Background: an optimization exercise with open tools, aiming at small area, a short achievable clock period and few clock cycles per item. Do not read the settings as production practice.
The RTL was checked by simulation tests, not by an equivalence proof against the original design.
Power figures rest on the tool's default switching activity, not on a simulated workload.

## job 7009
// matrix_mem_sequencer
module matrix_mem_sequencer #(
  parameter int ADDR_W = 8,
  parameter int DATA_W = 256,
  parameter int RD_LAT = 2
) (
  input  logic              clk,
  input  logic              rst,
  input  logic              start,
  input  logic [ADDR_W-1:0] addr_a,
  input  logic [ADDR_W-1:0] addr_b,
  input  logic [ADDR_W-1:0] addr_c,
  output logic              busy,
  output logic              done,
  output logic [ADDR_W-1:0] ram_addr,
  output logic              ram_wren,
  output logic [DATA_W-1:0] ram_wdata,
  input  logic [DATA_W-1:0] ram_rdata,
  output logic [DATA_W-1:0] mat_a,
  output logic [DATA_W-1:0] mat_b,
  input  logic [DATA_W-1:0] mat_c
);
  localparam int DEPTH = 3;
  logic [ADDR_W-1:0] q_a   [DEPTH];
  logic [ADDR_W-1:0] q_b   [DEPTH];
  logic [ADDR_W-1:0] q_c   [DEPTH];
  logic [DEPTH-1:0]  q_v;
  logic [DEPTH-1:0]  q_ra;    
  logic [DEPTH-1:0]  q_rb;    
  logic [DEPTH-1:0]  q_ab;    
  logic [DEPTH-1:0]  q_fb;    
  logic [DEPTH-1:0]  q_h1b;   
  logic [DEPTH-1:0]  q_h2a;   
  logic [DEPTH-1:0]  q_h2b;   
  logic [DEPTH-1:0]  q_t2, q_t3;
  logic [ADDR_W-1:0] r_lc1, r_lc2;    
  logic              r_lv1, r_lv2;
  logic              r_eval;          
  logic              r_busy;
  logic              r_done;
  logic              r_wren;
  logic [ADDR_W-1:0] r_addr;
  logic              p0_da, p0_db, p1_da, p1_db, p2_da, p2_db;
  logic              sa_c, sa_r, sa_h, sb_c, sb_r, sb_h;
  logic [DATA_W-1:0] r_a, r_b;
  logic [DEPTH-1:0] q_rem;
  assign q_rem = q_ra | q_rb;
  logic isa1, isa2, rdb1, rdb2;
  logic [DEPTH-1:0] iss_a, iss_b;    
  logic rd_ab;
  assign isa1 = q_ra[1] && !q_t3[0];
  assign rdb1 = q_rb[1] && !q_h1b[1];
  assign isa2 = q_ra[2] && !q_t2[0] && !q_t3[1] && !q_h2a[2];
  assign rdb2 = q_rb[2] && !q_t3[0] && !q_h2b[2];
  always_comb begin
    iss_a = '0;
    iss_b = '0;
    iss_a[0] = !r_eval && q_ra[0];
    iss_b[0] = !r_eval && !q_ra[0] && q_rb[0];
    iss_a[1] = !r_eval && !q_rem[0] && isa1;
    iss_b[1] = !r_eval && !q_rem[0] && !isa1 && rdb1;
    iss_a[2] = !r_eval && !q_rem[0] && !q_rem[1] && isa2;
  ...
For scale: ~3000 cells after synthesis, ~650 flip-flops.
==> flow/config.mk <==
export PLATFORM = sky130hd
export DESIGN_NAME = matrix_mem_sequencer
export DESIGN_NICKNAME = matrix_mem_sequencer
export VERILOG_FILES = /design/flow/design.v
export SDC_FILE = /design/flow/constraint.sdc
export NUM_CORES = 4
export LEC_CHECK = 0
export CAP_MARGIN = 20
export CORE_AREA = 3 3 317 317
export DIE_AREA = 0 0 320 320
export PLACE_DENSITY = 0.4
export SETUP_SLACK_MARGIN = 1.6
export SLEW_MARGIN = 20
==> flow/constraint.sdc <==
create_clock -name core_clock -period 3.5 [get_ports {clk}]
set_input_delay 0.7000 -clock core_clock [delete_from_list [all_inputs] [get_ports {clk}]]
set_output_delay 0.7000 -clock core_clock [all_outputs]
set_load 0.01 [all_outputs]
standard.sh (not shown) runs the stock make flow with config.mk's settings and CLKGATE_MAP_FILE= SYNTH_SCRIPT=/design/flow/synth_recipe.tcl, a recipe that flattens the netlist after the stock synthesis.
==> flow/flow/run.sh <==
#!/bin/bash
# Standard ORFS layout with small port buffers (buf_1 on inputs and on
# outputs) and the five datapath pins of each bit placed side by side.
# make's full output goes to standard_flow.log; each ORFS step also keeps its
# own log under orfs/logs.
set -euo pipefail
W=$(pwd)
export PRE_GLOBAL_PLACE_TCL=$W/flow/bufports.tcl
export POST_GLOBAL_PLACE_TCL=$W/flow/unbuf.tcl
export BUFFER_PORTS_ARGS="-outputs -buffer_cell sky130_fd_sc_hd__buf_1"
args="-min_distance 1 -min_distance_in_tracks"
for i in $(seq 0 255); do
  args="$args -group_pins {mat_c[$i] ram_rdata[$i] mat_a[$i] ram_wdata[$i] mat_b[$i]}"
done
export PLACE_PINS_ARGS="$args"
export CTS_ARGS="-sink_clustering_enable -repair_clock_nets -sink_clustering_size 22 -sink_clustering_max_diameter 80 -balance_levels"
# The platform's don't-use list plus a222oi: that cell packs six inputs into
# a small cell and leaves the datapath's pins too crowded to route.
DU=$(awk '/^export DONT_USE_CELLS \+=/{f=1; next} f{c=/\\$/; gsub(/\\/,""); printf "%s ", $0; if (!c) exit}' $FLOW_HOME/platforms/sky130hd/config.mk)
DU="$(echo $DU) sky130_fd_sc_hd__a222oi_1"
echo "DONT_USE_CELLS=$DU" > $W/dont_use.log
bash standard.sh "DONT_USE_CELLS=$DU" finish > $W/standard_flow.log 2>&1
==> flow/flow/bufports.tcl <==
# Input ports get a small buffer here; the standard flow's buffer_ports call (BUFFER_PORTS_ARGS)
# buffers the outputs. dont_touch keeps remove_buffers from taking the input
# buffers out again before placement.
buffer_ports -inputs -buffer_cell sky130_fd_sc_hd__buf_1
foreach inst [get_cells input*] { set_dont_touch $inst }
==> flow/flow/unbuf.tcl <==
# The input buffers were dont_touch only to survive remove_buffers; clear it
# so later steps treat them like any cell, and tie their supply pins with the
# platform's global connections.
foreach inst [get_cells input*] { unset_dont_touch $inst }
global_connect
Job 7009 finished all stages; the layout is clean.
Testbench counts of job 7009, summed over its fixed seeds: cycles 8,227, items 3,200.
### job 7009 -> job 4670
- a change of SETUP_SLACK_MARGIN from 1.6 to 1.5
- a deleted PLACE_DENSITY that had been 0.4
### Flow results
Relative to job 7009, the ratio of cells with drive above 1 in the final layout of job 4670 is lower by 26 points.
Looking only at sequential share of layout area, and setting everything else aside, the lower value of job 7009 and job 4670 goes to job 7009.
Delta(timing-limited maximum frequency, job 4670 - job 7009) < 0
Job 4670: share of cell area taken by multi-input logic gates 3.4 points above job 7009
The worst setup path endpoint comes out mat_a[5] in one run and ram_wdata[245] in the other, namely in job 4670 and job 7009 respectively.
Inputs modified between job 4670 and job 921:
- a change of SETUP_SLACK_MARGIN from 1.5 to 1.65
- an added PLACE_DENSITY of 0.5
Results
Number of violations reported at the end of detailed-routing iteration 0 went down slightly going from job 4670 to job 921.
Status: final count of hold timing violations parity (job 4670, job 921)
Between job 921 and job 4670, the difference in number of multi-input combinational cells is negligible.
The higher setup slack came out of job 921.
Internal cell power on job 921 is up relative to job 4670.
Looking at wire length of the first global-routing pass, job 921 sits about 9% above job 4670.
A source of the critical timing path of r_a[50]$_DFF_P_ is what job 921 shows, while r_a[5]$_DFF_P_ belongs to job 4670.
~same post-placement cell area in job 921 and job 4670

what the ideal ports hide:
No port has a modelled driver above. Below, the same layouts with a new extraction and two added sets of constraints. Step 1 assumes that a clkbuf_16 drives the clock port and a buf_2 every other input. Step 2 times the ports against the registers' clock, not the clock port: input delays grow and output delays shrink by t, the midpoint of the rising clock arrivals with the driver on. Slacks: ideal / step 1 / step 2; pairs: ideal / step 1.
run | t, ns | setup WS [ns] | slew at the worst register clock pin (ns)
job 7009 | 0.696 | 1.646 / 1.576 / 1.064 | 0.10 / 0.10
job 4670 | 0.655 | 1.565 / 1.506 / 1.043 | 0.10 / 0.10
job 921 | 0.651 | 1.675 / 1.614 / 1.209 | 0.10 / 0.10
After both steps every run listed still meets setup and hold. The setup slack of job 7009, which loses most, moves by -0.070 ns with the drivers and by -0.582 ns with both steps.
